This is an optimization exercise on Yosys and OpenROAD, whose aim is small area and a short achievable clock period, not a production implementation. The RTL was checked by simulation tests, not by an equivalence proof against the original design. Power and IR drop assume default switching activity.

[flow/design.v]
package cnn_pkg;
    localparam int DATA_W   = 21;
    localparam int POOL_W   = DATA_W - 1;
    localparam int MAX_W    = 256;
    localparam int DIM_W    = 9;
    localparam int LB_DEPTH = MAX_W / 2;
    localparam int LB_AW    = $clog2(LB_DEPTH);
    localparam logic [DIM_W-1:0] MAX_W_DIM = DIM_W'(MAX_W);
    typedef enum logic {
        IDLE = 1'b0,
        RUN  = 1'b1
    } state_t;
endpackage
import cnn_pkg::*;
module pool_line_buffer
(
    input  logic              clk,
    input  logic              sh,
    input  logic [POOL_W-1:0] din,
    input  logic [3:0]        fsel,
    input  logic [3:0]        dsel,
    input  logic [7:0]        csel,
    output logic [POOL_W-1:0] tap
);
    localparam int NF = 4;
    localparam int ND = 12;
    localparam int NC = 111;
    logic [POOL_W-1:0] f [NF];
    logic [POOL_W-1:0] d [ND];
    logic [POOL_W-1:0] c [NC];
    logic [POOL_W-1:0] g1, g2;
    always_comb begin
        g1 = '0;
        for (int i = 0; i < NF; i++) begin
            g1 = g1 | (f[i] & {POOL_W{fsel[i]}});
        end
        g2 = g1 & {POOL_W{dsel[0]}};
        for (int b = 1; b < 4; b++) begin
            g2 = g2 | (d[4*b-1] & {POOL_W{dsel[b]}});
        end
        tap = g2 & {POOL_W{csel[0]}};
        for (int a = 1; a < 8; a++) begin
            tap = tap | (c[16*a-2] & {POOL_W{csel[a]}});
        end
    end
    always_ff @(posedge clk) begin
        if (sh) begin
            f[0] <= din;
            for (int i = 1; i < NF; i++) begin
                f[i] <= f[i-1];
            end
            d[0] <= g1;
            for (int j = 1; j < ND; j++) begin
                d[j] <= d[j-1];
            end
            c[0] <= g2;
            for (int j = 1; j < NC; j++) begin
                c[j] <= c[j-1];
            end
        end
    end
endmodule
import cnn_pkg::*;
module relu_maxpool
(
    input  logic              clk,
    input  logic              rst,
    input  logic              clear,
    input  logic              start,
    input  logic [DIM_W-1:0]  map_width,
    input  logic [DIM_W-1:0]  map_height,
    input  logic [DATA_W-1:0] in_data,
    input  logic              in_valid,
    output logic [POOL_W-1:0] out,
    output logic              done,
    output logic              frame_done,
    output logic              busy,
    output logic              cfg_err
);
    logic               busy_q, done_q, frame_done_q, cfg_err_q;
    logic [DIM_W-1:0]   w_q, ccnt_q, rcnt_q;      
    logic               lastc_q, lastr_q, codd_q, rodd_q;
    logic [POOL_W-1:0]  a_q;                      
    logic [POOL_W-1:0]  pm_q;                     
    logic [POOL_W-1:0]  out_q;
    logic               sh_q;                     
    logic [3:0]         fsel_q, dsel_q;
    logic [7:0]         csel_q;
    logic               p1_q;
    logic               accept, pair_ev, dims_ok, cfg_ld, cfg_d;
    logic [POOL_W-1:0]  vraw, y, a_d, tap;
    logic               neg, lb_use, a_y, a_tap, a_en, lastp_q;
    logic [6:0]         sx_q;
    logic [3:0]         fsel_d, dsel_d;
    logic [7:0]         csel_d;
    always_comb begin
        vraw    = in_data[POOL_W-1:0];
        neg     = in_data[DATA_W-1];
        accept  = busy_q && in_valid;
        pair_ev = accept && codd_q;
        dims_ok = (map_width >= DIM_W'(2)) && (map_width <= MAX_W_DIM) &&
                  (map_height >= DIM_W'(2));
        lb_use  = busy_q && (rodd_q ^ lastp_q);
        a_y     = busy_q && (!codd_q || (lb_use && p1_q));
        a_tap   = codd_q && lb_use && !p1_q;
        a_en    = !busy_q || (accept && (codd_q || !lastc_q));
    end
    pool_max_k u_max (.a(a_q), .v(vraw), .neg(neg), .y(y),
                      .k(a_y), .t(tap), .kt(a_tap), .yk(a_d));
    always_comb begin
        fsel_d = '0;
        dsel_d = '0;
        csel_d = '0;
        fsel_d[sx_q[1:0]] = 1'b1;
        dsel_d[sx_q[3:2]] = 1'b1;
        csel_d[sx_q[6:4]] = 1'b1;
    end
    always_ff @(posedge clk) begin
        if (w_q[8]) begin
            sx_q <= 7'd127;
        end else if (w_q[7:1] <= 7'd17) begin
            sx_q <= w_q[7:1] - 7'd2;
        end else begin
            sx_q <= w_q[7:1] - 7'd1;
        end
        p1_q   <= (w_q[8:1] == 8'd1);
        fsel_q <= fsel_d;
        dsel_q <= dsel_d;
        csel_q <= csel_d;
    end
    always_ff @(posedge clk) begin
        if (rst || clear) begin
            busy_q       <= 1'b0;
            done_q       <= 1'b0;
            frame_done_q <= 1'b0;
            out_q        <= '0;
        end else begin
            done_q       <= pair_ev && rodd_q;
            frame_done_q <= accept && lastc_q && lastr_q;
            if (!busy_q && start) begin
                if (dims_ok) begin
                    busy_q    <= 1'b1;
                end
            end
            if (accept && lastc_q && lastr_q) begin
                busy_q <= 1'b0;
            end
            if (pair_ev && rodd_q) begin
                out_q <= y;
            end
        end
    end
    always_comb begin
        cfg_ld = !busy_q && start && !clear;
        cfg_d  = !rst && ((cfg_ld && !dims_ok) || (!cfg_ld && cfg_err_q));
    end
    always_ff @(posedge clk) begin
        cfg_err_q <= cfg_d;
    end
    always_ff @(posedge clk) begin
        if (!busy_q && start) begin
            w_q     <= map_width;
            ccnt_q  <= map_width;
            rcnt_q  <= map_height;
            lastc_q <= 1'b0;
            lastp_q <= (map_width <= DIM_W'(3));
            lastr_q <= 1'b0;
            codd_q  <= 1'b0;
            rodd_q  <= 1'b0;
        end else if (accept) begin
            if (lastc_q) begin
                ccnt_q  <= w_q;
                lastc_q <= 1'b0;
                lastp_q <= (w_q <= DIM_W'(3));
                codd_q  <= 1'b0;
                rcnt_q  <= rcnt_q - DIM_W'(1);
                lastr_q <= (rcnt_q == DIM_W'(2));
                rodd_q  <= !rodd_q;
            end else begin
                ccnt_q  <= ccnt_q - DIM_W'(1);
                lastc_q <= (ccnt_q == DIM_W'(2));
                lastp_q <= (ccnt_q <= DIM_W'(3));
                codd_q  <= !codd_q;
            end
        end
        if (a_en) begin
            a_q <= a_d;
        end
        if (codd_q) begin
            pm_q <= y;
        end
        sh_q <= pair_ev;
    end
    pool_line_buffer u_line_buf (
        .clk  (clk),
        .sh   (sh_q),
        .din  (pm_q),
        .fsel (fsel_q),
        .dsel (dsel_q),
        .csel (csel_q),
        .tap  (tap)
    );
    assign out        = out_q;
    assign done       = done_q;
    assign frame_done = frame_done_q;
    assign busy       = busy_q;
    assign cfg_err    = cfg_err_q;
endmodule
module pool_max_pfx
(
    input  logic [POOL_W-1:0] a,
    input  logic [POOL_W-1:0] v,
    output logic [POOL_W-2:0] gn,
    output logic [POOL_W-2:0] en
);
    localparam int LV = $clog2(POOL_W);    
    function automatic integer done_lv;
        input integer i;
        integer k;
        begin
            done_lv = 0;
            for (k = 0; k <= LV; k = k + 1) begin
                if (i + (1 << k) < POOL_W) done_lv = k + 1;
            end
        end
    endfunction
    logic [POOL_W-1:0] g [LV+1];
    logic [POOL_W-1:0] e [LV+1];
    logic [POOL_W-1:0] gx, ex;             
    for (genvar i = 0; i < POOL_W; i++) begin : g_bit0
        pool_max_bit u_b (.a(a[i]), .v(v[i]), .g(g[0][i]), .e(e[0][i]));
    end
    for (genvar i = 0; i < POOL_W; i++) begin : g_inv
        if (done_lv(i) < LV) begin : g_x
            pool_max_inv u_i (.a(g[done_lv(i)][i]), .y(gx[i]));
            pool_max_inv u_j (.a(e[done_lv(i)][i]), .y(ex[i]));
        end else begin : g_nx
            assign gx[i] = 1'b0;
            assign ex[i] = 1'b0;
        end
    end
    for (genvar k = 0; k < LV; k++) begin : g_lv
        for (genvar i = 0; i < POOL_W; i++) begin : g_bit
            if (i + (1 << k) < POOL_W) begin : g_comb
                if (k % 2 == 0) begin : g_t
                    pool_max_ct u_c (.gh(g[k][i+(1<<k)]), .eh(e[k][i+(1<<k)]),
                                     .gl(g[k][i]), .el(e[k][i]),
                                     .gn(g[k+1][i]), .en(e[k+1][i]));
                end else begin : g_n
                    pool_max_cn u_c (.gnh(g[k][i+(1<<k)]), .enh(e[k][i+(1<<k)]),
                                     .gnl(g[k][i]), .enl(e[k][i]),
                                     .g(g[k+1][i]), .e(e[k+1][i]));
                end
            end else if ((k + 1 - done_lv(i)) % 2 == 0) begin : g_same
                assign g[k+1][i] = g[done_lv(i)][i];
                assign e[k+1][i] = e[done_lv(i)][i];
            end else begin : g_flip
                assign g[k+1][i] = gx[i];
                assign e[k+1][i] = ex[i];
            end
        end
    end
    for (genvar i = 0; i < POOL_W - 1; i++) begin : g_out
        assign gn[i] = g[LV][i+1];
        assign en[i] = e[LV][i+1];
    end
endmodule
module pool_max_k
(
    input  logic [POOL_W-1:0] a,
    input  logic [POOL_W-1:0] v,
    input  logic              neg,
    output logic [POOL_W-1:0] y,
    input  logic              k,
    input  logic [POOL_W-1:0] t,
    input  logic              kt,
    output logic [POOL_W-1:0] yk
);
    logic [POOL_W-2:0] gn, en;
    logic [POOL_W-1:0] ak, tk;
    logic              negk;
    pool_max_pfx u_p (.a(a), .v(v), .gn(gn), .en(en));
    assign ak   = a & {POOL_W{k}};
    assign negk = neg | ~k;
    assign tk   = t & {POOL_W{kt}};
    for (genvar i = 0; i < POOL_W - 1; i++) begin : g_out
        pool_max_out u_o (.a(a[i]), .v(v[i]), .neg(neg), .gn(gn[i]), .en(en[i]), .y(y[i]));
        pool_max_outt u_k (.a(ak[i]), .v(v[i]), .neg(negk), .gn(gn[i]), .en(en[i]),
                           .t(tk[i]), .y(yk[i]));
    end
    assign y[POOL_W-1]  = a[POOL_W-1] | (v[POOL_W-1] & ~neg);
    assign yk[POOL_W-1] = ak[POOL_W-1] | (v[POOL_W-1] & ~negk) | tk[POOL_W-1];
endmodule
module pool_max_bit
(
    input  logic a,
    input  logic v,
    output logic g,
    output logic e
);
    assign g = a & ~v;
    assign e = ~(a ^ v);
endmodule
module pool_max_ct
(
    input  logic gh,
    input  logic eh,
    input  logic gl,
    input  logic el,
    output logic gn,
    output logic en
);
    assign gn = ~(gh | (eh & gl));
    assign en = ~(eh & el);
endmodule
module pool_max_cn
(
    input  logic gnh,
    input  logic enh,
    input  logic gnl,
    input  logic enl,
    output logic g,
    output logic e
);
    assign g = ~(gnh & (enh | gnl));
    assign e = ~(enh | enl);
endmodule
module pool_max_inv
(
    input  logic a,
    output logic y
);
    assign y = ~a;
endmodule
module pool_max_out
(
    input  logic a,
    input  logic v,
    input  logic neg,
    input  logic gn,
    input  logic en,
    output logic y
);
    assign y = (a & (neg | ~(gn & en))) | (v & gn & ~neg);
endmodule
module pool_max_outt
(
    input  logic a,
    input  logic v,
    input  logic neg,
    input  logic gn,
    input  logic en,
    input  logic t,
    output logic y
);
    assign y = (a & (neg | ~(gn & en))) | (v & gn & ~neg) | t;
endmodule
[flow/config.mk]
export PLATFORM = sky130hd
export DESIGN_NAME = relu_maxpool
export DESIGN_NICKNAME = relu_maxpool
export VERILOG_FILES = /design/flow/design.v
export SDC_FILE = /design/flow/constraint.sdc
export NUM_CORES = 4
export LEC_CHECK = 0
export CAP_MARGIN = 20
export CORE_MARGIN = 2
export CORE_UTILIZATION = 60
export CTS_CLUSTER_DIAMETER = 120
export CTS_CLUSTER_SIZE = 30
export SETUP_SLACK_MARGIN = 3.2
export SLEW_MARGIN = 20
export SYNTH_HIERARCHICAL = 1
[flow/constraint.sdc]
create_clock -name core_clock -period 5.5 [get_ports {clk}]
set_input_delay 1.1000 -clock core_clock [delete_from_list [all_inputs] [get_ports {clk}]]
set_output_delay 1.1000 -clock core_clock [all_outputs]
set_load 0.01 [all_outputs]
[flow/run.sh]
#!/bin/bash
# synth_recipe.tcl (not shown) runs the flow's synth.tcl, then flattens the netlist and writes it again
# the make line also repeats each setting of config.mk as NAME=value (left out here)
make -C /OpenROAD-flow-scripts/flow DESIGN_CONFIG=/design/flow/config.mk WORK_HOME=/design/flow/orfs CLKGATE_MAP_FILE= SYNTH_SCRIPT=/design/flow/synth_recipe.tcl finish
==> results.txt, run 1 <==
- H-tree levels: 3
- Count of input and output buffers: 67
- Largest net degree at the start of global routing: 200
- Post-synth cell types: 55
- Seq/Total Area, Yosys: 0.9303
- Die Area: roughly 150000 um2
- First-pass iteration count of the detailed router: 6
- DR WL/cell: approximately 22 um
- Top Ports: just under 70
- Status: no timing/DRC/antenna violations
- Crit. End Element: flop
- Fin Setup TNS: 0 ps
- Fmax achieved: 0.4164 GHz
- Syn Area/Cell: ~24 um2
- Combinational share of power: 0.023
- Post-DP HPWL: between 60000 and 70000 um
- Worst slew margin: 0.2980
- FP Rows: 138
- Overflow after GRT: 0
- Total Power: ~32 mW
- CTS tree: done
- Final WS setup: approximately 3100 ps
- Hold Fails Final Rpt: 0
- Final worst path period share: 0.4366
- Starting DRT DRC Count: ~3600
- Final min period: ~2400 ps
- Core Box Area: ~140000 um2
- Final-stage net count: approximately 3900
- Arr. time, crit path: between 2000 and 3000 ps
- Die Y: 381.1 um
- Final hold slack: approximately 410 ps
- Seq pwr share: 0.698
- Via/cell ratio: between 5 and 6
- Residual DRC count: 0
- Post-DRT Antenna Nets: 0
- Gate Count Post-Synth: 3595
- Filler cells: 9027
- Vias in the first global route: ~31000
- Area leader, netlist: edfxtp_1
- Critical path class: reg -> reg
- Pint: roughly 26 mW
- Count of pins over their slew limit: 0
- Commonest non-fill, non-tap cell in the layout: edfxtp_1
- Die width: 381.1 um
- Number of synthesized flops with an enable pin: 2608
- Clk sinks: approximately 2700
- Clock skew: 28.72 ps
- Clock transition at the registers of the reported paths: about 120 ps
- Commonest non-fill, non-tap cells in the layout: edfxtp_1 (2608), nand2_1 (138), a22oi_1 (100), clkbuf_16 (99), buf_4 (64)
- Most used DFF post-synth: edfxtp_1
- # hold bufs at CTS: 0
- First-pass GRT wire length: between 150000 and 200000 um
- Peak VDD IR: between 300 and 400 uV
- PD cells: roughly 340 nW/um2
- Starting density of the core: 0.6034
- RePlAce Congestion: between 0.7 and 0.8
- Dpl ws: 1480 ps
- Min-delay worst type: reg -> reg
- Synth top area cells: edfxtp_1 (92%), dfxtp_1 (1.2%), a22oi_1 (0.88%)
- Vias: 32257
- FFs w/ async S/R, synth: 0
- Cells after DPL: approximately 5500
- Initial antenna violation count: 6
- Final Cell Area: slightly above 90000 um2
- Mapped Area: ~85000 um2
- Root buf cell: clkbuf_16
- Max-cap viol count: 0
- Yosys top cell area share: 0.9179
- Clock power frac: 0.278
- Clock latency (worst-skew pair): slightly above 700 ps
- Yosys reg bits: 2661
- Non-Filler Instances: 5716
- Sw Share: 0.1883
- Post-Route Utilization: 0.6547
- Dpl cell area: 88580 um2
- CTS Buffer Depth: 3
- Clock buffer count from CTS: 99
- Net switching power: roughly 5.9 mW
- Total GRT Usage: 0.1722
- Layout cell share with drive strength beyond 1: 0.1182
- Yosys synthesis warning count: 16
- P&R area growth vs syn: 8.516%
- Setup violations, final: 0
- Leak: approximately 24 nW
- Worst-margin pin slew: between 1000 and 1500 ps
- Critical Path Fanout Max: 13
- Setup crit start kind: flop
- CP required: roughly 6000 ps
- RSZ-0062 raised after global routing: true
- Syn nets: about 3700
- Total wire length: approximately 130000 um
==> modules after synthesis, one instance, submodules excluded, excerpt <==
module	flops+latches	area [um2]	cells
pool_max_pfx	0	120.1	16
relu_maxpool	121	4758	413
pool_max_bit	0	16.27	2
pool_line_buffer	2540	78080	2815
pool_max_cn	0	12.51	2
pool_max_out	0	21.27	3
pool_max_k	0	311.5	47
==> state kept, by name (all words and copies together), names as in the netlist, 4 cells and up <==
name	cells
u_line_buf.c	2220
u_line_buf.d	240
u_line_buf.f	80
a_q	20
out_q	20
pm_q	20
ccnt_q	9
rcnt_q	9
w_q	9
csel_q	8
sx_q	7
dsel_q	4
fsel_q	4
==> path summary, 6_finish.rpt <==
path | from | end | slack [ps] | cells after the start
worst max-delay path | csel_q[1] | a_q[14] | 3100 | 7
worst min-delay path | u_line_buf.c[97][15] | u_line_buf.c[98][15] | 410 | 0
worst max register to register | csel_q[1] | a_q[14] | 3100 | 7
worst min register to register | u_line_buf.c[97][15] | u_line_buf.c[98][15] | 410 | 0
==> power by group through the flow <==
stage	logic (mW)	registers, mW	clock network [mW]
floorplan	0.356	22.5	0
global placement	0.617	22.5	0
detailed placement	0.627	22.5	0
CTS	0.727	22.1	9.19
global route	0.796	22.1	9.82
finish	0.735	22.0	8.79
==> cells by family after synthesis <==
kind of cell,synth area share
compound gates,0.03113
simple gates,0.02330
buf+inv,0.007889
xor+xnor,0.001950
mux,0.0007186
fa+ha+maj,0.004693
flops,0.9303
==> final cells by class <==
| class | instances | area (um2) | share of cell area |
|---|---|---|---|
| clock buffer | 131 | 2597 | 0.02805 |
| tap | 1890 | 2365 | 0.02554 |
| clock inverter | 6 | 121.4 | 0.001311 |
| antenna | 2 | 5.005 | 0.00005405 |
| timing repair buffer | 162 | 1697 | 0.01832 |
| sequential | 2661 | 79440 | 0.8580 |
| inverter | 76 | 294.0 | 0.003176 |
| multi-input combinational | 788 | 6066 | 0.06551 |
==> Yosys cell counts, types with 24 or more instances <==
library cell and number:
nor2_1 58, nor2b_1 24, clkbuf_1 33, ha_1 32, a21oi_2 36, and2_1 38, nand3b_1 39, nand3_1 26
o21ai_2 29, a22oi_1 100, edfxtp_1 2608, a21oi_1 35, dfxtp_1 53, inv_1 75, a221o_1 39, nand2_1 161
==> critical path, cell delays in order, from the launching register on <==
cell and delay [ps]:
dfxtp_4 380, buf_16 160, buf_12 190, a222oi_1 300, nand3_1 230, a221o_1 360
and2_1 220, a221o_1 260
==> layer usage <==
layer  vias up  track usage  share of wire
met5         -            0        0.00021
met4         4      0.03960          0.021
met3       156      0.02621          0.042
met2       653       0.2429           0.43
met1     16923       0.2884           0.50
li1      14521            -              -
==> timing repair <==
item,4_1_cts,5_1_grt
pin swaps,63,48
endpoints found under the hold margin,0,0
setup buffers,23,14
endpoints found under the setup margin,1120,132
gates resized for setup,369,56
cloned,0,1
==> inputs of run 2 (changes only) <==
--- a/flow/design.v
+++ b/flow/design.v
@@ -188,5 +188,3 @@
         end
-        if (codd_q) begin
-            pm_q <= y;
-        end
+        pm_q <= y;
         sh_q <= pair_ev;
==> run 2 against run 1 <==
- still clean on timing, DRC and antenna
- core utilization shrank 0.060 points
- routed wire length grew 0.73%
- hold slack better by 5.1 ps
- design area decreased by 0.21%
- global-route usage decreased by 0.12 points
- non-clock buffer count shrank 13
- critical path depth decreased by 1
- sequential share of layout area about the same
- final cell count shrank 0.19%
- register-to-register slack got worse by 70 ps
- clock skew barely moved
- largest power group unchanged
==> results.txt, run 2 <==
- Post-DP HPWL: roughly 66000 um
- Starting DRT DRC Count: about 3700
- Top layer in use: met4
- Total wire length: approximately 130000 um
- Area leader, netlist: edfxtp_1
- Vias: 32369
- Die Y: about 380 um
- Peak VDD IR: 319.5 uV
- Clock transition at the registers of the reported paths: 120 ps
- Die width: ~380 um
- Largest net degree at the start of global routing: 217
- Final min period: 2474 ps
- # hold bufs at CTS: 0
- Clock buffer count from CTS: roughly 100
- Clock skew: 28.23 ps
- Hold path endpoint: u_line_buf.c[80][17]
- Fin Setup TNS: 0 ps
- Starting density of the core: 0.6028
- Overflow after GRT: 0
- Mapped Area: 85140 um2
- Total Power: between 30 and 40 mW
- Final worst path period share: 0.4499
- Setup crit start kind: flop
- Largest register FFs: ~2200
- First-pass GRT wire length: around 190000 um
- Residual DRC count: 0
- Reg2Reg Capture Point: a_q[7]
- Most common cell in the netlist: edfxtp_1
- Crit. End Element: flop
- Initial antenna violation count: 14
- Max-cap viol count: 0
- CP required: 5980 ps
- Status: no timing/DRC/antenna violations
- Clk sinks: between 2000 and 3000
- Total GRT Usage: 0.1710
- Yosys top cell area share: 0.9128
- Seq/Total Area, Yosys: 0.9300
- Arr. time, crit path: roughly 3000 ps
- Core Box Area: ~140000 um2
- H-tree levels: 3
- R2R Path Start: csel_q[1]
- Critical path class: reg -> reg
- Critical path's largest stage delay: approximately 540 ps
- Most used DFF post-synth: edfxtp_1
- Final Cell Area: 92390 um2
- Top Ports: roughly 70
- Hold Path Origin: u_line_buf.c[79][17]
- Root buf cell: clkbuf_16
- Via/cell ratio: between 5 and 6
- Dpl cell area: around 88000 um2
- Largest Register: u_line_buf.c
- RSZ-0062 raised after global routing: true
- Count of input and output buffers: between 60 and 70
- DR WL/cell: between 20 and 25 um
- Fmax achieved: between 0.4 and 0.5 GHz
- Critical Path Fanout Max: 9
- Metal-1 WL: 64210 um
- Leak: roughly 24 nW
- Crit-path cells: buf_16 > a222oi_1 > nand3_4 > a221o_1 > and2_4 > a221o_1
- Syn Area/Cell: roughly 24 um2
- Met2 wire len: between 50000 and 60000 um
- Clock latency (worst-skew pair): 730 ps
- Worst slew margin: 0.2853
- PD cells: about 340 nW/um2
- CTS tree: done
- P&R area growth vs syn: 8.518%
- Commonest cells post-synth: edfxtp_1 (2588), nand2_1 (168), a22oi_1 (100), inv_1 (76), dfxtp_1 (73)
- Vias in the first global route: about 30000
- Post-synth cell types: 53
- Count of pins over their slew limit: 0
- Gate Count Post-Synth: approximately 3600
- Non-Filler Instances: about 5700
- Biggest regs: u_line_buf.c (2220), u_line_buf.d (240), u_line_buf.f (80)
- Worst-margin pin slew: about 1100 ps
- FFs w/ async S/R, synth: 0
- FF-to-FF path depth: 6
- Hold Fails Final Rpt: 0
- Die Area: approximately 140000 um2
- CTS Buffer Depth: 3
- Commonest non-fill, non-tap cell in the layout: edfxtp_1
- Critical Path Slowest Stage Cell: a222oi_1
- RePlAce Congestion: ~0.80
- Cells after DPL: ~5500
- Layout cell share with drive strength beyond 1: 0.1197
- Yosys reg bits: 2661
- Post-DRT Antenna Nets: 0
- R2R setup slack: 3030 ps
- CP dominant cell by count: a221o_1
- Setup violations, final: 0
- Number of synthesized flops with an enable pin: about 2600
- WHS Path Cells: 0
- Commonest non-fill, non-tap cells in the layout: edfxtp_1 (2588), nand2_1 (145), clkbuf_16 (101), a22oi_1 (98), inv_1 (55)
- Final-stage net count: 3856
- FP Rows: 138
- Synth top area cells: edfxtp_1 (91%), dfxtp_1 (1.7%), a22oi_1 (0.88%)
- First-pass iteration count of the detailed router: 5
- Syn nets: 3677
- Min-delay worst type: reg -> reg
- Yosys synthesis warning count: 16
- Wire length on met3: between 5000 and 6000 um
run 2: changes by cell type in the layout (fill, tap and decap cells not counted), sizes merged, moves of 4 or more:
cell	delta
and2	-4
buf	-13
dfxtp	+20
a21oi	+4
clkbuf	-8
nand2	+7
nor2	+5
edfxtp	-20
nor3	-4
run 2: metal layers:
| metal | track usage | up-vias |
|---|---|---|
| met5 | 0 | - |
| li1 | - | 14502 |
| met3 | 0.02320 | 126 |
| met1 | 0.2898 | 17020 |
| met2 | 0.2362 | 721 |
| met4 | 0.04816 | 0 |
run 2: what timing repair did:
action / CTS / global route
cloned: 2 / 1
setup buffers: 23 / 9
gates resized for setup: 367 / 60
hold endpoints to repair: 0 / 0
endpoints found under the setup margin: 1603 / 345
pin swaps: 68 / 44
run 2: modules after synthesis (local to each module, per instance), a selection:
module / cell area (um2) / cells inside / flops+latches
pool_max_outt: 23.77 / 3 / 0
relu_maxpool: 4574 / 420 / 121
pool_max_ct: 12.51 / 2 / 0
pool_max_cn: 12.51 / 2 / 0
pool_max_inv: 3.754 / 1 / 0
pool_max_k: 311.5 / 47 / 0
pool_line_buffer: 78080 / 2815 / 2540
run 2: kinds of logic (layout without fill, tap and decap cells):
kind of cell    Yosys count  count (layout)  synth area share
compound gates          337             337           0.03136
xor+xnor                 17              17          0.001749
fa+ha+maj                31              31          0.004556
buf+inv                 148             356          0.008024
flops                  2661            2661            0.9300
mux                       5               5         0.0005879
other cells               0               5                 0
simple gates            403             403           0.02375
run 2: worst max-delay path: cells and delay by family (launching register included):
family,cells,cell delay [ps]
and+or+nand+nor,2,420
AOI/OAI and AO/OA,3,1200
DFF,1,390
buffers and inverters,1,170
run 2: per-stage QoR:
stage	hold WS, ps	util	worst slack, ps
after CTS	412.0	0.6521	3054
after global routing	417.7	0.6541	3019
after detailed placement	388.7	0.6256	1541
after global placement	389.6	0.6255	1557
after floorplan	385.5	-	-12700
final	415.0	0.6541	3026
run 2: area by class of cell:
class | count | area, um2
Tap cell | 1890 | 2365
Clock buffer | 123 | 2610
Fill cell | 9307 | 48850
Timing Repair Buffer | 149 | 1660
Clock inverter | 7 | 122.6
Antenna cell | 5 | 12.51
Timing Repair inverter | 1 | 7.507
Sequential cell | 2661 | 79250
Multi-Input combinational cell | 793 | 6072
Inverter | 76 | 294.0
run 2: worst max-delay path by stage:
stage,startpoint,endpoint,slack (ps)
final,csel_q[1],a_q[7],3030
after global routing,csel_q[1],a_q[10],3020
after CTS,csel_q[1],a_q[7],3050
after detailed placement,in_data[19],a_q[4],1540
after global placement,in_data[19],a_q[4],1560
after floorplan,sh_q,u_line_buf.c[0][0],-12700
run 2: report_power, final:
group	internal, mW	switching (mW)
combinational	0.262	0.456
clock	3.41	5.42
sequential	22.0	0.0781
==> inputs of run 3 (changes only) <==
--- a/flow/config.mk
+++ b/flow/config.mk
@@ -11,4 +11,4 @@
 export CTS_CLUSTER_DIAMETER = 120
-export CTS_CLUSTER_SIZE = 30
-export SETUP_SLACK_MARGIN = 3.2
+export CTS_CLUSTER_SIZE = 27
+export SETUP_SLACK_MARGIN = 3.3
 export SLEW_MARGIN = 20
==> run 3 against run 2 <==
- final cell count rose by 0.44%
- die area did not move
- sequential power barely moved
==> results.txt, run 3 <==
- FP Rows: approximately 140
- Biggest regs: u_line_buf.c (2220), u_line_buf.d (240), u_line_buf.f (80)
- Residual DRC count: 0
- Final worst path period share: 0.4543
- Commonest cells post-synth: edfxtp_1 (2588), nand2_1 (168), a22oi_1 (100), inv_1 (76), dfxtp_1 (73)
- Number of synthesized flops with an enable pin: 2588
- CTS tree: done
- Mapped Area: approximately 85000 um2
- Clock transition at the registers of the reported paths: 100 ps
- Compound-Gate Fraction of Synth Area: 0.03136
- FFs w/ async S/R, synth: 0
- PD cells: ~340 nW/um2
- Vias: around 32000
- Adder-cell share of the synthesized area: 0.004556
- Final Cell Area: 92960 um2
- Via/cell ratio: 5.666
- Most used DFF post-synth: edfxtp_1
- Hold Path Origin: pm_q[15]
- CP bufs+invs: 2
- Final-stage net count: roughly 3900
- H-tree levels: 3
- Fin Setup TNS: 0 ps
- Commonest non-fill, non-tap cell in the layout: edfxtp_1
- Critical path class: reg -> reg
- Critical path's largest stage delay: about 450 ps
- Clock skew: approximately 18 ps
- FF-to-FF path depth: 7
- Max-cap viol count: 0
- CTS Buffer Depth: 3
- WHS Path Cells: 0
- RePlAce Congestion: 0.7969
- Yosys top cell area share: 0.9128
- Most common cell in the netlist: edfxtp_1
- DR WL/cell: between 20 and 25 um
- Syn nets: between 3000 and 4000
- Post-Synth Simple-Gate Area: 0.02375
- Layout cell share with drive strength beyond 1: 0.1274
- Top Ports: 68
- Overflow after GRT: 0
- Hold path endpoint: u_line_buf.f[0][15]
- Yosys synthesis warning count: 16
- Largest register FFs: roughly 2200
- Clock latency (worst-skew pair): 730 ps
- Syn Area/Cell: about 24 um2
- Die width: 380.7 um
- Root buf cell: clkbuf_16
- Status: no timing/DRC/antenna violations
- Total GRT Usage: 0.1718
- Largest family of logic cells by synthesized area: compound AO/OA/AOI/OAI gates
- Largest net degree at the start of global routing: about 220
- R2R setup slack: between 3000 and 4000 ps
- Worst slew margin: 0.2926
- Synth top area cells: edfxtp_1 (91%), dfxtp_1 (1.7%), a22oi_1 (0.88%)
- First-pass GRT wire length: between 150000 and 200000 um
- Xor/xnor share of the synthesized area: 0.001749
- Dpl cell area: between 80000 and 90000 um2
- Vias in the first global route: approximately 31000
- Mux contribution to synthesized area: 0.0005878
- CP required: between 5000 and 6000 ps
- Post-DP HPWL: 66030 um
- Largest Register: u_line_buf.c
- Clock buffer count from CTS: around 110
- Min-delay worst type: reg -> reg
- Die Y: about 380 um
- Hold Fails Final Rpt: 0
- Peak VDD IR: about 310 uV
- Post-DRT Antenna Nets: 0
- R2R Path Start: csel_q[1]
- CP top delay family: compound AO/OA/AOI/OAI gates
- Setup crit start kind: flop
- Die Area: about 140000 um2
- Setup violations, final: 0
- First-pass iteration count of the detailed router: 6
- Starting density of the core: 0.6028
- Post-synth cell types: 53
- Area leader, netlist: edfxtp_1
- Total wire length: ~130000 um
- Clk sinks: between 2000 and 3000
- Crit-path cells: buf_16 > buf_12 > a222oi_1 > nand3_4 > a221o_1 > and2_4 > a221o_1
- Yosys reg bits: approximately 2700
- RSZ-0062 raised after global routing: true
- Count of pins over their slew limit: 0
- Seq/Total Area, Yosys: 0.9300
- Reg2Reg Capture Point: a_q[7]
- P&R area growth vs syn: 9.187%
- Worst-margin pin slew: about 1100 ps
- Initial antenna violation count: 15
- Fmax achieved: ~0.4 GHz
- Core Box Area: ~140000 um2
- Arr. time, crit path: 2970 ps
- Gate Count Post-Synth: 3602
- CP dominant cell by count: a221o_1
- Starting DRT DRC Count: roughly 3500
- Crit. End Element: flop
- Count of input and output buffers: 67
- Commonest non-fill, non-tap cells in the layout: edfxtp_1 (2588), nand2_1 (144), clkbuf_16 (115), a22oi_1 (98)
- Final min period: 2499 ps
- Critical Path Slowest Stage Cell: a222oi_1
- Critical Path Fanout Max: 4
- Leak: around 25 nW
-- run 3: routing by layer --
layer,share of wire,wire length (um),GRT usage
met5,0,0,0
met4,0.023,2973,0.04816
met3,0.049,6341,0.02471
met2,0.43,55080,0.2371
met1,0.50,64600,0.2905
-- run 3: final cells by class --
| class | count | area (um2) |
|---|---|---|
| diodes | 2 | 5.005 |
| inverters | 76 | 296.5 |
| flip-flops and latches | 2661 | 79250 |
| multi-input cells | 793 | 6160 |
| repair inverters | 1 | 7.507 |
| fillers | 9259 | 48280 |
| clock buffers | 139 | 2904 |
| repair buffers | 165 | 1909 |
| well taps | 1890 | 2365 |
| clock inverters | 3 | 66.31 |
-- run 3: worst max-delay path by stage --
stage | start | to | depth (start not counted)
after floorplan | sh_q | u_line_buf.c[0][0] | 0
after global placement | in_data[19] | a_q[4] | 10
after detailed placement | in_data[19] | a_q[4] | 10
after CTS | csel_q[1] | a_q[17] | 7
after global routing | csel_q[1] | a_q[7] | 7
final | csel_q[1] | a_q[7] | 7
-- run 3: logic make-up (layout without fill, tap and decap cells) --
group / Yosys count / after routing
multiplexers: 5 / 5
flip-flops: 2661 / 2661
AND/OR/NAND/NOR: 403 / 403
adder cells (fa/ha/maj): 31 / 31
AO/OA/AOI/OAI: 337 / 337
other: 0 / 2
XOR/XNOR: 17 / 17
buffers and inverters: 148 / 384
-- run 3: where the power goes --
part	leakage [nW]	internal, mW	switching, mW	total (mW)
logic	3.52	0.274	0.464	0.738
clock network	1.44	3.73	5.45	9.19
registers	19.8	22.0	0.0786	22.0
total	24.7	26.0	5.99	32.0
-- run 3: what timing repair did --
action / in CTS / in global routing
setup endpoints to repair: 2058 / 247
pin swaps: 72 / 60
hold buffers: 0 / 0
cloned: 1 / 4
buffers inserted: 29 / 17
resized for setup: 381 / 74
-- run 3: through the flow --
stage / instances / hold WS [ps] / util / total power, mW / setup WS [ps]
3_3_place_gp: 5534 / 389.6 / 0.6255 / 23.10 / 1557
5_1_grt: 5728 / 415.2 / 0.6581 / 33.09 / 2942
4_1_cts: 5706 / 410.5 / 0.6545 / 32.36 / 3027
3_5_place_dp: 5534 / 388.7 / 0.6256 / 23.11 / 1541
6_report: 5730 / 412.9 / 0.6582 / 31.96 / 3001
2_1_floorplan: 3602 / 385.5 / - / 22.86 / -12700
-- run 3: Yosys stat by module (local to each module, per instance) --
module	flip-flops and latches	copies in the design	cell area (um2)
pool_max_ct	0	36	12.51
pool_max_k	0	1	311.5
pool_max_bit	0	19	16.27
pool_max_pfx	0	1	120.1
pool_line_buffer	2540	1	78080
pool_max_cn	0	28	12.51
pool_max_inv	0	24	3.754
relu_maxpool	121	1	4574
pool_max_outt	0	19	23.77
pool_max_out	0	19	21.27
==> inputs of run 4 (changes only) <==
--- a/flow/design.v
+++ b/flow/design.v
@@ -188,3 +188,5 @@
         end
-        pm_q <= y;
+        if (codd_q) begin
+            pm_q <= y;
+        end
         sh_q <= pair_ev;
@@ -277,15 +279,10 @@
     logic [POOL_W-2:0] gn, en;
-    logic [POOL_W-1:0] ak, tk;
-    logic              negk;
     pool_max_pfx u_p (.a(a), .v(v), .gn(gn), .en(en));
-    assign ak   = a & {POOL_W{k}};
-    assign negk = neg | ~k;
-    assign tk   = t & {POOL_W{kt}};
     for (genvar i = 0; i < POOL_W - 1; i++) begin : g_out
         pool_max_out u_o (.a(a[i]), .v(v[i]), .neg(neg), .gn(gn[i]), .en(en[i]), .y(y[i]));
-        pool_max_outt u_k (.a(ak[i]), .v(v[i]), .neg(negk), .gn(gn[i]), .en(en[i]),
-                           .t(tk[i]), .y(yk[i]));
+        pool_max_outk u_k (.a(a[i]), .v(v[i]), .neg(neg), .gn(gn[i]), .en(en[i]),
+                           .k(k), .t(t[i]), .kt(kt), .y(yk[i]));
     end
     assign y[POOL_W-1]  = a[POOL_W-1] | (v[POOL_W-1] & ~neg);
-    assign yk[POOL_W-1] = ak[POOL_W-1] | (v[POOL_W-1] & ~negk) | tk[POOL_W-1];
+    assign yk[POOL_W-1] = (k & y[POOL_W-1]) | (kt & t[POOL_W-1]);
 endmodule
@@ -343,3 +340,3 @@
 endmodule
-module pool_max_outt
+module pool_max_outk
 (
@@ -350,6 +347,8 @@
     input  logic en,
+    input  logic k,
     input  logic t,
+    input  logic kt,
     output logic y
 );
-    assign y = (a & (neg | ~(gn & en))) | (v & gn & ~neg) | t;
+    assign y = (k & a & (neg | ~(gn & en))) | (k & v & gn & ~neg) | (kt & t);
 endmodule
--- a/flow/config.mk
+++ b/flow/config.mk
@@ -7,2 +7,3 @@
 export LEC_CHECK = 0
+export ABC_AREA = 1
 export CAP_MARGIN = 20
@@ -11,3 +12,3 @@
 export CTS_CLUSTER_DIAMETER = 120
-export CTS_CLUSTER_SIZE = 27
+export CTS_CLUSTER_SIZE = 30
 export SETUP_SLACK_MARGIN = 3.3
==> run 4 against run 3 <==
- still clean on timing, DRC and antenna
- sequential share of layout area hardly changed
- area after synthesis grew 1.3%
- fmax grew 5.6%
- critical endpoint is now out[16]
- largest power group unchanged
==> results.txt, run 4 <==
- Reg2Reg Capture Point: a_q[10]
- P&R area growth vs syn: 8.048%
- Clock latency (worst-skew pair): about 740 ps
- CP top delay family: flip-flops
- Total GRT Usage: 0.1691
- Clock transition at the registers of the reported paths: 120 ps
- Starting DRT DRC Count: 3530
- Critical path class: reg -> out
- CTS tree: done
- Largest Register: u_line_buf.c
- Arr. time, crit path: 1270 ps
- Clock skew: between 20 and 30 ps
- Biggest regs: u_line_buf.c (2220), u_line_buf.d (240), u_line_buf.f (80)
- Most used DFF post-synth: edfxtp_1
- Post-Route Utilization: 0.6510
- Dpl ws: 1794 ps
- Residual DRC count: 0
- Final Cell Area: approximately 93000 um2
- Status: no timing/DRC/antenna violations
- Dpl cell area: 89490 um2
- Net switching power: between 6 and 7 mW
- RePlAce Congestion: 0.8586
- Die width: 383.1 um
- Crit path launch: out_q[16]
- Layout cell share with drive strength beyond 1: 0.1059
- Crit path depth: 1
- FP Rows: between 100 and 150
- RSZ-0062 raised after global routing: true
- Crit. End Element: output port
- FF-to-FF path depth: 11
- CP bufs+invs: 1
- Syn nets: between 4000 and 5000
- DR WL/cell: 20.33 um
- Final hold slack: about 410 ps
- H-tree levels: 3
- Via/cell ratio: around 5.4
- Critical Path Fanout Max: 2
- Syn Area/Cell: between 20 and 25 um2
- Synth top area cells: edfxtp_1 (91%), nand2_1 (2.7%), dfxtp_1 (1.2%)
- Yosys top cell area share: 0.9082
- Worst slew margin: 0.2016
- Top Ports: 68
- Vias in the first global route: 31558
- Fmax achieved: 0.4226 GHz
- Critical Path Slowest Stage Cell: dfxtp_4
- Final worst path period share: 0.4303
- Critical path's largest stage delay: between 400 and 500 ps
- Seq pwr share: 0.696
- Largest net degree at the start of global routing: ~210
- Largest register FFs: around 2200
- Peak VDD IR: between 300 and 400 uV
- Final-stage net count: 4353
- Root buf cell: clkbuf_16
- Clock power frac: 0.280
- CTS Buffer Depth: 3
- Gate Count Post-Synth: 4091
- Sw Share: 0.1901
- Pint: between 20 and 30 mW
- Die Area: 146800 um2
- Commonest non-fill, non-tap cell in the layout: edfxtp_1
- FFs w/ async S/R, synth: 0
- Non-Filler Instances: 6211
- Setup violations, final: 0
- Clk sinks: ~2700
- Count of pins over their slew limit: 0
- Overflow after GRT: 0
- Leak: 25.90 nW
- Post-synth cell types: 40
- Clock buffer count from CTS: between 90 and 100
- Crit-path cells: buf_6
- Commonest cells post-synth: edfxtp_1 (2608), nand2_1 (620), inv_1 (183), nor2_1 (140), nand3_1 (108)
- Core Box Area: about 140000 um2
- Final min period: 2366 ps
- Count of input and output buffers: 67
- Mapped Area: 86230 um2
- Initial antenna violation count: 9
- Combinational share of power: 0.025
- Yosys reg bits: 2661
- Seq/Total Area, Yosys: 0.9205
- First-pass GRT wire length: about 190000 um
- Setup crit start kind: flop
- Total Power: 31.71 mW
- Final WS setup: between 3000 and 4000 ps
- R2R Path Start: a_q[16]
- Post-DRT Antenna Nets: 0
- Min-delay worst type: reg -> reg
- Fin Setup TNS: 0 ps
- First-pass iteration count of the detailed router: 5
- Max-cap viol count: 0
- Area leader, netlist: edfxtp_1
- CP required: between 4000 and 5000 ps
- Cells after DPL: 6053
- Crit path capture: out[16]
- Worst-margin pin slew: about 1200 ps
- Most common cell in the netlist: edfxtp_1
- Total wire length: between 100000 and 150000 um
- Hold Fails Final Rpt: 0
- Commonest non-fill, non-tap cells in the layout: edfxtp_1 (2608), nand2_1 (603), inv_1 (169), nor2_1 (114), nand3_1 (108)
- Starting density of the core: 0.6025
- Vias: 33658
- PD cells: ~340 nW/um2
- Yosys synthesis warning count: 16
- Post-DP HPWL: 69480 um
- Die Y: ~380 um
- Number of synthesized flops with an enable pin: ~2600
- R2R setup slack: approximately 3300 ps
-- run 4: changes by cell type after synthesis, moves of 40 or more --
cell     previous run  this run
nand2_1           168       620
inv_1              76       183
a22oi_1           100         1
nand3_1            25       108
nor2_1             63       140
nand4_1             2        46
o21ai_1             3        44
a221o_1            40         0
-- run 4: kinds of logic after synthesis --
kind of cell               count (synthesis)  share of synthesized area
and+or+nand+nor                          970                    0.04779
DFF                                     2661                     0.9205
buffers and inverters                    249                    0.01297
adders and majority gates                 32                   0.004643
AOI/OAI and AO/OA                        169                    0.01301
xor gates and xnor gates                  10                   0.001103
-- run 4: power groups by stage --
stage | logic [mW] | registers (mW) | clock network [mW]
final | 0.781 | 22.1 | 8.87
after global routing | 0.859 | 22.1 | 9.93
after CTS | 0.765 | 22.1 | 9.30
after detailed placement | 0.700 | 22.5 | 0
after global placement | 0.692 | 22.5 | 0
after floorplan | 0.427 | 22.5 | 0
-- run 4: worst min-delay path by stage --
stage	start	end	slack, ps	cells after the start
floorplan	u_line_buf.c[99][0]	u_line_buf.c[100][0]	400	0
global placement	u_line_buf.d[6][19]	u_line_buf.d[7][19]	400	0
global route	u_line_buf.c[81][1]	u_line_buf.c[82][1]	420	0
finish	u_line_buf.d[10][15]	u_line_buf.d[11][15]	410	0
detailed placement	u_line_buf.c[100][13]	u_line_buf.c[101][13]	400	0
CTS	u_line_buf.c[86][8]	u_line_buf.c[87][8]	410	0
-- run 4: per-module statistics from Yosys (local to each module, per instance), excerpt --
module         times used  cell area (um2)  flops+latches  cells
pool_max_bit           19            16.27              0      2
pool_max_cn            28            12.51              0      2
pool_max_ct            36            12.51              0      2
pool_max_inv           24            3.754              0      1
pool_max_k              1            28.78              0      7
pool_max_out           19            21.27              0      5
pool_max_outk          19            55.05              0     12
pool_max_pfx            1            120.1              0     16
relu_maxpool            1             4915            121    483
-- run 4: final cells by class --
type	count	area, um2
Sequential cell	2661	79440
Clock inverter	3	68.82
Fill cell	9539	49960
Multi-Input combinational cell	1181	6346
Tap cell	1903	2381
Antenna cell	1	2.502
Timing Repair Buffer	146	1533
Inverter	189	724.4
Clock buffer	127	2678
-- run 4: per-layer routing --
layer,up-vias,track usage,wire length (um)
met5,-,0,7
li1,15579,-,-
met1,17307,0.2906,65600
met4,2,0.04892,3034
met3,156,0.02299,5439
met2,614,0.2279,52180
-- run 4: repair_timing --
item / in CTS / in global routing
endpoints found under the setup margin: 1878 / 477
gates resized for setup: 283 / 71
pin swaps: 37 / 23
buffers inserted: 20 / 5
hold buffers: 0 / 0
hold endpoints to repair: 0 / 0
gates cloned: 0 / 1
==> inputs of run 5 (changes only) <==
--- a/flow/config.mk
+++ b/flow/config.mk
@@ -7,3 +7,2 @@
 export LEC_CHECK = 0
-export ABC_AREA = 1
 export CAP_MARGIN = 20
==> run 5 against run 4 <==
- setup slack better by 29 ps
- largest cell class unchanged
- die area decreased by 1.1%
- non-clock buffer count grew 20
==> results.txt, run 5 <==
- Status: no timing/DRC/antenna violations
- Crit path launch: out_q[9]
- Top Ports: 68
- Die width: 381.1 um
- Die Y: 381.1 um
- Clock transition at the registers of the reported paths: between 100 and 150 ps
- Final min period: 2338 ps
- Most used DFF post-synth: edfxtp_1
- Vias: about 32000
- Combinational share of power: 0.024
- Critical path class: reg -> out
- Commonest non-fill, non-tap cell in the layout: edfxtp_1
- Core Box Area: 141400 um2
- Final worst path period share: 0.4250
- Multi-input combinational cell area: about 6000 um2
- Overflow after GRT: 0
- CP top delay family: flip-flops
- R2R setup slack: 3290 ps
- CP bufs+invs: 1
- Total GRT Usage: 0.1695
- Number of synthesized flops with an enable pin: between 2000 and 3000
- Clock skew: 29.38 ps
- Min-delay worst type: reg -> reg
- Vias in the first global route: a little over 30000
- Fmax achieved: 0.4278 GHz
- First-pass GRT wire length: 187200 um
- RePlAce Congestion: 0.7978
- Largest register FFs: 2220
- Cells after DPL: about 5500
- Arr. time, crit path: between 1000 and 1500 ps
- CTS Buffer Depth: 3
- Yosys synthesis warning count: 16
- Total wire length: between 100000 and 150000 um
- Max-cap viol count: 0
- Clock power frac: 0.280
- Via/cell ratio: around 5.6
- Compound-Gate Fraction of Synth Area: 0.03170
- P&R area growth vs syn: 8.644%
- Setup crit start kind: flop
- Syn nets: roughly 3700
- Count of input and output buffers: 67
- Final-stage net count: 3867
- Clock latency (worst-skew pair): around 730 ps
- Syn Area/Cell: approximately 24 um2
- Filler cells: approximately 9000
- Busiest grt layer: met1
- Biggest regs: u_line_buf.c (2220), u_line_buf.d (240), u_line_buf.f (80)
- Seq pwr share: 0.696
- Peak VDD IR: 287.5 uV
- CP required: ~4400 ps
- Worst slew margin: 0.3215
- Gate Count Post-Synth: between 3000 and 4000
- Adder-cell share of the synthesized area: 0.004694
- CTS tree: done
- FF/Latch Area: between 70000 and 80000 um2
- Met2 Use GR: 0.2355
- Yosys reg bits: ~2700
- Post-Synth Simple-Gate Area: 0.02281
- Critical Path Slowest Stage Cell: dfxtp_4
- Non-Filler Instances: 5722
- Largest family of logic cells by synthesized area: compound AO/OA/AOI/OAI gates
- Synth top area cells: edfxtp_1 (92%), dfxtp_1 (1.2%), a22oi_1 (0.88%)
- Largest Register: u_line_buf.c
- Root buf cell: clkbuf_16
- Sw Share: 0.1891
- Hold Path Origin: u_line_buf.c[2][6]
- DR WL/cell: approximately 22 um
- Count of pins over their slew limit: 0
- Commonest non-fill, non-tap cells in the layout: edfxtp_1 (2608), nand2_1 (174), clkbuf_16 (104), a22oi_1 (96), buf_4 (69)
- Mux contribution to synthesized area: 0.0007187
- Fin Setup TNS: 0 ps
- Hold Fails Final Rpt: 0
- Initial antenna violation count: 7
- Xor/xnor share of the synthesized area: 0.001951
- Seq/Total Area, Yosys: 0.9305
- Starting DRT DRC Count: roughly 3400
- Commonest cells post-synth: edfxtp_1 (2608), nand2_1 (199), a22oi_1 (100), inv_1 (75), nor2_1 (58)
- First-pass iteration count of the detailed router: 5
- Met3 usage: 0.02595
- R2R Path Start: csel_q[1]
- Post-synth cell types: 55
- Worst-margin pin slew: ~1000 ps
- PD cells: between 300 and 400 nW/um2
- FP Rows: roughly 140
- Setup violations, final: 0
- Net switching power: ~6 mW
- Critical Path Fanout Max: 2
- Crit-path cells: buf_6
- Mapped Area: 85300 um2
- H-tree levels: 3
- Pint: 25.69 mW
- Clk sinks: 2661
- Post-DRT Antenna Nets: 0
- Most common cell in the netlist: edfxtp_1
- Critical path's largest stage delay: 380 ps
- Largest net degree at the start of global routing: just over 200
- FFs w/ async S/R, synth: 0
- Grt met1 use: 0.2859
- Leak: about 25 nW
- Post-DP HPWL: around 67000 um
- RSZ-0062 raised after global routing: true
- Yosys top cell area share: 0.9181
- Layout cell share with drive strength beyond 1: 0.1274
- Clock buffer count from CTS: 99
- Crit. End Element: output port
- Residual DRC count: 0
- Area leader, netlist: edfxtp_1
- Die Area: between 100000 and 150000 um2
- Starting density of the core: 0.6032
## run 5: cell types whose count changed after synthesis, moves of 21 or more
cell      delta
nand3_1     -82
clkbuf_1    +29
nand4_1     -45
a22oi_1     +99
o21ai_1     -43
a21o_1      +21
inv_1      -108
nand2_1    -421
nor2_1      -82
## run 5: power groups by stage
stage,combinational [mW],sequential [mW],clock (mW)
after detailed placement,0.638,22.5,0
after global routing,0.808,22.1,9.89
after CTS,0.731,22.1,9.28
after global placement,0.630,22.5,0
after floorplan,0.365,22.5,0
final,0.751,22.1,8.88
## run 5: logic make-up after synthesis
group,count (synthesis)
buffers and inverters,142
xor gates and xnor gates,19
AOI/OAI and AO/OA,335
adders and majority gates,32
and+or+nand+nor,395
muxes,6
DFF,2661
## run 5: through the flow
step	utilization	hold slack [ps]	setup WS [ps]	cell area, um2	power (mW)
floorplan	-	400.3	-12700	85300	22.89
global placement	0.6258	400.4	1695	88490	23.16
detailed placement	0.6258	404.5	1696	88490	23.17
CTS	0.6524	407.3	3088	92260	32.07
global route	0.6553	415.5	3084	92670	32.76
finish	0.6553	400.8	3162	92670	31.68
## run 5: metal layers
layer	vias up	share of wire
met4	2	0.022
met2	654	0.43
met5	-	0.00010
met1	16770	0.51
met3	147	0.044
li1	14566	-
## run 5: final cells by class
cell class,instances,share of cell area
clock buffer,134,0.02861
timing repair buffer,166,0.01877
inverter,76,0.003213
sequential,2661,0.8574
multi-input combinational,787,0.06525
antenna,2,0.00005400
tap,1890,0.02552
clock inverter,6,0.001202
## run 5: path summary, 6_finish.rpt
| kind | endpoint | depth (start not counted) |
|---|---|---|
| max | out[9] | 1 |
| max reg2reg | a_q[16] | 7 |
| min reg2reg | u_line_buf.c[3][6] | 0 |
| min | u_line_buf.c[3][6] | 0 |
## run 5: per-module statistics from Yosys (local to each module, per instance)
module	flops+latches	times used	area [um2]	cells inside
pool_max_cn	0	28	12.51	2
pool_max_k	0	1	28.78	4
pool_max_outk	0	19	37.54	5
pool_max_pfx	0	1	120.1	16
pool_max_bit	0	19	16.27	2
relu_maxpool	121	1	4758	413
pool_max_inv	0	24	3.754	1
pool_max_out	0	19	21.27	3
pool_line_buffer	2540	1	78080	2815
pool_max_ct	0	36	12.51	2
## run 5: repair_timing
item / in CTS / in global routing
pin swaps: 45 / 55
setup endpoints to repair: 1159 / 721
hold buffers: 0 / 0
gates resized for setup: 339 / 84
gates cloned: 0 / 3
setup buffers: 28 / 23
==> inputs of run 6 (changes only) <==
--- a/flow/config.mk
+++ b/flow/config.mk
@@ -9,3 +9,3 @@
 export CORE_MARGIN = 2
-export CORE_UTILIZATION = 60
+export CORE_UTILIZATION = 55
 export CTS_CLUSTER_DIAMETER = 120
==> run 6 against run 5 <==
- area after synthesis stayed put
- hold slack better by 8.9 ps
- fmax fell by 0.87%
- register-to-register slack gained 20 ps
- critical path type unchanged
- critical endpoint is now out[16]
- largest power group unchanged
==> results.txt, run 6 <==
- Status: no timing/DRC/antenna violations
- Starting density of the core: 0.5537
- Sw Share: 0.1894
- Clock transition at the registers of the reported paths: between 100 and 150 ps
- Hold path endpoint: u_line_buf.c[89][14]
- FF-to-FF path depth: 6
- Critical path class: reg -> out
- Net switching power: ~6.0 mW
- Clock skew: around 35 ps
- Count of input and output buffers: 67
- H-tree levels: 3
- Filler cells: 10644
- FFs w/ async S/R, synth: 0
- Worst slew margin: 0.2637
- Total wire length: 124100 um
- Hold Fails Final Rpt: 0
- Die Area: roughly 160000 um2
- Yosys synthesis warning count: 16
- P&R area growth vs syn: 8.796%
- Final-stage net count: between 3000 and 4000
- Post-DRT Antenna Nets: 0
- Residual DRC count: 0
- Dpl cell area: between 80000 and 90000 um2
- Seq pwr share: 0.698
- Critical Path Slowest Stage Cell: dfxtp_4
- Clock latency (worst-skew pair): 730 ps
- RSZ-0062 raised after global routing: true
- Number of synthesized flops with an enable pin: between 2000 and 3000
- Total GRT Usage: 0.1522
- Initial antenna violation count: 14
- Post-DP HPWL: roughly 67000 um
- Peak VDD IR: 243.0 uV
- PD cells: ~340 nW/um2
- Seq/Total Area, Yosys: 0.9305
- Critical path's largest stage delay: ~420 ps
- Fmax achieved: between 0.4 and 0.5 GHz
- Via/cell ratio: around 5.5
- FP Rows: between 100 and 150
- RePlAce Congestion: around 0.85
- Overflow after GRT: 0
- Clk sinks: approximately 2700
- WHS Path Cells: 0
- Combinational share of power: 0.022
- Hold Path Origin: u_line_buf.c[88][14]
- Pint: 25.62 mW
- R2R Path Start: csel_q[2]
- CP required: 4400 ps
- Min-delay worst type: reg -> reg
- Reg2Reg Capture Point: a_q[11]
- Clock buffer count from CTS: 99
- Layout cell share with drive strength beyond 1: 0.1225
- Biggest regs: u_line_buf.c (2220), u_line_buf.d (240), u_line_buf.f (80)
- Yosys top cell area share: 0.9181
- # hold bufs at CTS: 0
- Non-Filler Instances: just under 6000
- First-pass iteration count of the detailed router: 7
- Synth top area cells: edfxtp_1 (92%), dfxtp_1 (1.2%), a22oi_1 (0.88%)
- Die Y: around 400 um
- Commonest cells post-synth: edfxtp_1 (2608), nand2_1 (199), a22oi_1 (100), inv_1 (75), nor2_1 (58)
- Commonest non-fill, non-tap cell in the layout: edfxtp_1
- Largest Register: u_line_buf.c
- Post-synth cell types: 55
- First-pass GRT wire length: 182400 um
- Most used DFF post-synth: edfxtp_1
- Setup crit start kind: flop
- Vias in the first global route: between 20000 and 30000
- Cells after DPL: ~5700
- Die width: 397.8 um
- Critical Path Fanout Max: 2
- Root buf cell: clkbuf_16
- Setup violations, final: 0
- Multi-input combinational cell area: ~6000 um2
- Leak: ~24 nW
- CTS tree: done
- Max-cap viol count: 0
- Worst-margin pin slew: 1104 ps
- Count of pins over their slew limit: 0
- Top Ports: 68
- Core Box Area: 154000 um2
- Area leader, netlist: edfxtp_1
- Mapped Area: ~85000 um2
- CP bufs+invs: 1
- Clock power frac: 0.279
- Final worst path period share: 0.4288
- CP top delay family: flip-flops
- Crit. End Element: output port
- Largest net degree at the start of global routing: 230
- FF/Latch Area: 79450 um2
- DR WL/cell: about 21 um
- Final Cell Area: about 93000 um2
- R2R setup slack: between 3000 and 4000 ps
- Crit-path cells: buf_6
- Yosys reg bits: 2661
- Final min period: 2358 ps
- Arr. time, crit path: around 1300 ps
- CTS Buffer Depth: 3
- Syn nets: 3666
- Most common cell in the netlist: edfxtp_1
- Largest register FFs: 2220
- Starting DRT DRC Count: around 3400
- Commonest non-fill, non-tap cells in the layout: edfxtp_1 (2608), nand2_1 (175), clkbuf_16 (102), a22oi_1 (98), buf_4 (72)
- Syn Area/Cell: 23.76 um2
- Vias: about 32000
- Fin Setup TNS: 0 ps
- Gate Count Post-Synth: about 3600
==> run 6: cell counts after synthesis <==
Identical to the previous run, type by type.
==> run 6: layout make-up <==
class / instances / share of cell area
sequential: 2661 / 0.8561
multi-input combinational: 787 / 0.06434
clock buffer: 118 / 0.02769
tap: 2044 / 0.02756
timing repair buffer: 171 / 0.01986
inverter: 76 / 0.003195
clock inverter: 8 / 0.001213
antenna: 1 / 0.00002696
==> run 6: cells by family after synthesis <==
family                     after synthesis  share of synthesized area
AOI/OAI and AO/OA                      335                    0.03170
DFF                                   2661                     0.9305
and+or+nand+nor                        395                    0.02281
adders and majority gates               32                   0.004694
xor gates and xnor gates                19                   0.001951
buffers and inverters                  142                   0.007583
muxes                                    6                  0.0007188
==> run 6: layer usage <==
metal	GRT usage	vias to the layer above	share of wire
li1	-	14561	-
met1	0.2641	16751	0.52
met2	0.2025	658	0.42
met3	0.02275	140	0.045
met4	0.03741	0	0.021
met5	0	-	0
==> run 6: worst max path at each step <==
stage,from,to,slack (ps),cells after the start
CTS,out_q[16],out[16],3060,1
global route,out_q[16],out[16],3070,1
floorplan,sh_q,u_line_buf.c[0][0],-12700,0
detailed placement,in_data[19],out_q[5],1780,12
global placement,start,rcnt_q[2],1890,5
finish,out_q[16],out[16],3140,1
==> run 6: timing repair <==
item / in CTS / in global routing
resized for setup: 295 / 85
gates cloned: 0 / 2
pin swaps: 43 / 43
buffers inserted: 21 / 27
endpoints found under the setup margin: 2024 / 524
==> run 6: per-module statistics from Yosys, one instance, submodules excluded <==
module            copies in the design  area, um2  flip-flops and latches  cells inside
relu_maxpool                         1       4758                     121           413
pool_line_buffer                     1      78080                    2540          2815
pool_max_k                           1      28.78                       0             4
pool_max_bit                        19      16.27                       0             2
pool_max_ct                         36      12.51                       0             2
pool_max_inv                        24      3.754                       0             1
pool_max_out                        19      21.27                       0             3
pool_max_pfx                         1      120.1                       0            16
pool_max_cn                         28      12.51                       0             2
pool_max_outk                       19      37.54                       0             5
==> run 6: stage by stage <==
step	hold slack (ps)	worst slack (ps)	util	total power [mW]
2_1_floorplan	400.3	-12700	-	22.89
3_3_place_gp	400.0	1887	0.5764	23.13
3_5_place_dp	404.5	1778	0.5764	23.14
4_1_cts	406.0	3057	0.5989	32.01
5_1_grt	411.5	3066	0.6024	32.71
6_report	409.8	3142	0.6024	31.61
==> run 6: power by group through the flow <==
stage	registers [mW]	clock network [mW]	logic (mW)
after floorplan	22.5	0	0.365
final	22.1	8.83	0.705
after global routing	22.1	9.87	0.757
after global placement	22.5	0	0.587
after CTS	22.1	9.28	0.663
after detailed placement	22.5	0	0.595
==> inputs of run 7 (changes only) <==
--- a/flow/config.mk
+++ b/flow/config.mk
@@ -9,6 +9,6 @@
 export CORE_MARGIN = 2
-export CORE_UTILIZATION = 55
+export CORE_UTILIZATION = 60
 export CTS_CLUSTER_DIAMETER = 120
 export CTS_CLUSTER_SIZE = 30
-export SETUP_SLACK_MARGIN = 3.3
+export SETUP_SLACK_MARGIN = 3.2
 export SLEW_MARGIN = 20
==> run 7 against run 6 <==
- clock power grew 0.5%
- area after synthesis is the same
- clock skew down 6.4 ps
- largest power group unchanged
- first-iteration DRC count shrank 2.1%
- fmax rose by 0.71%
- register-to-register slack worse by 50 ps
- still clean
- power up 0.12%
==> results.txt, run 7 <==
- Filler cells: around 9100
- Area leader, netlist: edfxtp_1
- Residual DRC count: 0
- Overflow after GRT: 0
- Total GRT Usage: 0.1691
- Hold path endpoint: u_line_buf.c[3][6]
- H-tree levels: 3
- Top Ports: slightly below 70
- # hold bufs at CTS: 0
- Synth top area cells: edfxtp_1 (92%), dfxtp_1 (1.2%), a22oi_1 (0.88%)
- Clock buffer count from CTS: 99
- Count of pins over their slew limit: 0
- Clock latency (worst-skew pair): between 700 and 800 ps
- Worst-margin pin slew: 1072 ps
- Critical path's largest stage delay: about 380 ps
- WHS Path Cells: 0
- Syn Area/Cell: 23.76 um2
- Root buf cell: clkbuf_16
- CP bufs+invs: 1
- Critical path class: reg -> out
- Gate Count Post-Synth: ~3600
- R2R Path Start: csel_q[2]
- Leak: 24.33 nW
- Die Area: 145200 um2
- PD cells: 343.0 nW/um2
- Layout cell share with drive strength beyond 1: 0.1109
- Hold Fails Final Rpt: 0
- Arr. time, crit path: approximately 1200 ps
- Core Box Area: between 100000 and 150000 um2
- Total Power: ~32 mW
- Yosys top cell area share: 0.9181
- First-pass iteration count of the detailed router: 6
- Most common cell in the netlist: edfxtp_1
- Total wire length: between 100000 and 150000 um
- Via/cell ratio: ~5.6
- RePlAce Congestion: about 0.80
- Final min period: about 2300 ps
- First-pass GRT wire length: between 150000 and 200000 um
- Count of input and output buffers: 67
- Most used DFF post-synth: edfxtp_1
- Hold Path Origin: u_line_buf.c[2][6]
- Largest register FFs: about 2200
- Commonest non-fill, non-tap cell in the layout: edfxtp_1
- Starting density of the core: 0.6032
- DR WL/cell: roughly 22 um
- FF-to-FF path depth: 6
- Fmax achieved: around 0.43 GHz
- Cells after DPL: between 5000 and 6000
- P&R area growth vs syn: 8.148%
- Final-stage net count: roughly 3800
- Critical Path Fanout Max: 2
- R2R setup slack: about 3300 ps
- Setup violations, final: 0
- Setup crit start kind: flop
- Crit. End Element: output port
- Commonest cells post-synth: edfxtp_1 (2608), nand2_1 (199), a22oi_1 (100), inv_1 (75), nor2_1 (58)
- Number of synthesized flops with an enable pin: between 2000 and 3000
- Max-cap viol count: 0
- Largest Register: u_line_buf.c
- Post-DP HPWL: between 60000 and 70000 um
- FP Rows: around 140
- Peak VDD IR: between 200 and 300 uV
- Die Y: about 380 um
- Die width: approximately 380 um
- Largest net degree at the start of global routing: 204
- Critical Path Slowest Stage Cell: dfxtp_4
- CP required: 4400 ps
- Post-DRT Antenna Nets: 0
- Worst slew margin: 0.2856
- Starting DRT DRC Count: approximately 3400
- Status: no timing/DRC/antenna violations
- Post-Route Utilization: 0.6524
- Post-synth cell types: between 50 and 60
- Non-Filler Instances: 5699
- Yosys reg bits: 2661
- Final worst path period share: 0.4258
- CTS Buffer Depth: 3
- CP top delay family: flip-flops
- CTS tree: done
- Syn nets: around 3700
- Min-delay worst type: reg -> reg
- Biggest regs: u_line_buf.c (2220), u_line_buf.d (240), u_line_buf.f (80)
- Crit-path cells: buf_6
- Clock skew: roughly 29 ps
- Mapped Area: 85300 um2
- Reg2Reg Capture Point: a_q[18]
- FFs w/ async S/R, synth: 0
- Final hold slack: 404.5 ps
- Seq/Total Area, Yosys: 0.9305
- Initial antenna violation count: 7
- Vias: approximately 32000
- Fin Setup TNS: 0 ps
- Commonest non-fill, non-tap cells in the layout: edfxtp_1 (2608), nand2_1 (181), clkbuf_16 (101), a22oi_1 (97), inv_1 (61)
- Yosys synthesis warning count: 16
- RSZ-0062 raised after global routing: true
- Clk sinks: around 2700
- Clock transition at the registers of the reported paths: between 100 and 150 ps
- Vias in the first global route: 30472
[run 7: cells by family (layout without fill, tap and decap cells)]
group                    Yosys count  count (layout)  share of synthesized area
other                              0               3                          0
AND/OR/NAND/NOR                  395             395                    0.02281
multiplexers                       6               6                  0.0007188
AO/OA/AOI/OAI                    335             335                    0.03170
buffers and inverters            142             358                   0.007583
XOR/XNOR                          19              19                   0.001951
adder cells (fa/ha/maj)           32              32                   0.004694
flip-flops                      2661            2661                     0.9305
[run 7: cell type report]
| type | count | area (um2) | share of cell area |
|---|---|---|---|
| Antenna cell | 3 | 7.507 | 0.00008138 |
| Clock buffer | 134 | 2651 | 0.02874 |
| Clock inverter | 6 | 111.4 | 0.001207 |
| Inverter | 76 | 297.8 | 0.003228 |
| Multi-Input combinational cell | 787 | 5869 | 0.06362 |
| Sequential cell | 2661 | 79450 | 0.8613 |
| Tap cell | 1890 | 2365 | 0.02563 |
| Timing Repair Buffer | 142 | 1495 | 0.01621 |
[run 7: Yosys stat by module, one instance, submodules excluded]
module,cells inside,flip-flops and latches
pool_line_buffer,2815,2540
pool_max_bit,2,0
pool_max_cn,2,0
pool_max_ct,2,0
pool_max_inv,1,0
pool_max_k,4,0
pool_max_out,3,0
pool_max_outk,5,0
pool_max_pfx,16,0
relu_maxpool,413,121
[run 7: worst max path at each step]
stage	from	endpoint	slack (ps)	cells past startpoint
after floorplan	sh_q	u_line_buf.c[0][0]	-12700	0
after global placement	in_data[19]	out_q[4]	1700	11
after detailed placement	in_data[19]	out_q[4]	1700	11
after CTS	out_q[9]	out[9]	3090	1
after global routing	out_q[9]	out[9]	3090	1
final	out_q[15]	out[15]	3160	1
[run 7: metrics by stage]
stage,setup slack (ps),cell area [um2]
global route,3089,92250
floorplan,-12700,85300
detailed placement,1696,88490
finish,3158,92250
CTS,3088,92010
global placement,1695,88490
[run 7: power by group]
part / internal (mW) / switching (mW) / total [mW]
logic: 0.254 / 0.460 / 0.714
registers: 22.0 / 0.0789 / 22.1
clock network: 3.44 / 5.43 / 8.87
[run 7: what timing repair did]
action | in CTS | in global routing
pin swaps | 34 | 33
setup buffers | 20 | 10
endpoints found under the hold margin | 0 | 0
endpoints found under the setup margin | 426 | 173
resized for setup | 297 | 50
[run 7: layer usage]
| metal | vias to the layer above | GRT usage | routed length (um) |
|---|---|---|---|
| li1 | 14508 | - | - |
| met3 | 145 | 0.02528 | 5533 |
| met5 | - | 0 | 13 |
| met1 | 16831 | 0.2858 | 62960 |
| met2 | 690 | 0.2349 | 54050 |
| met4 | 2 | 0.04187 | 2785 |

==> port drivers added, routing unchanged <==
How much do the figures lean on ideal ports? The routed layouts below were timed once more, with nothing changed but the port constraints. Step 1 (the two cells are an assumption about what drives the block):
set clk [get_ports {clk}]
set_driving_cell -lib_cell sky130_fd_sc_hd__clkbuf_16 $clk
set_driving_cell -lib_cell sky130_fd_sc_hd__buf_2 [delete_from_list [all_inputs] $clk]
Step 2, shift: input delay + t, output delay - t, t = (earliest + latest rising clock arrival at the registers) / 2. This alone moves slack from input paths to output paths. Three values: no drivers, after step 1, after step 2; two values: the first two.
run | t (ns) | setup slack, ns | worst setup path at the end | worst data-port slew with drivers (ns) | cell pins on the clock port's net
run 1 | 0.791 | 3.099 / 3.082 / 2.408 | input to register | 0.07 | 1
run 2 | 0.788 | 3.026 / 3.026 / 2.391 | input to register | 0.07 | 1
run 3 | 0.796 | 3.001 / 3.001 / 2.351 | input to register | 0.07 | 1
run 4 | 0.808 | 3.134 / 3.056 / 2.444 | input to register | 0.12 | 1
run 5 | 0.796 | 3.162 / 3.087 / 2.527 | input to register | 0.08 | 1
run 6 | 0.795 | 3.142 / 3.065 / 2.466 | input to register | 0.13 | 1
run 7 | 0.796 | 3.158 / 3.084 / 2.425 | input to register | 0.07 | 1
After both steps setup and hold are still met in every run listed. The setup slack of run 7, which loses most, moves by -0.074 ns with the drivers and by -0.733 ns with both steps.
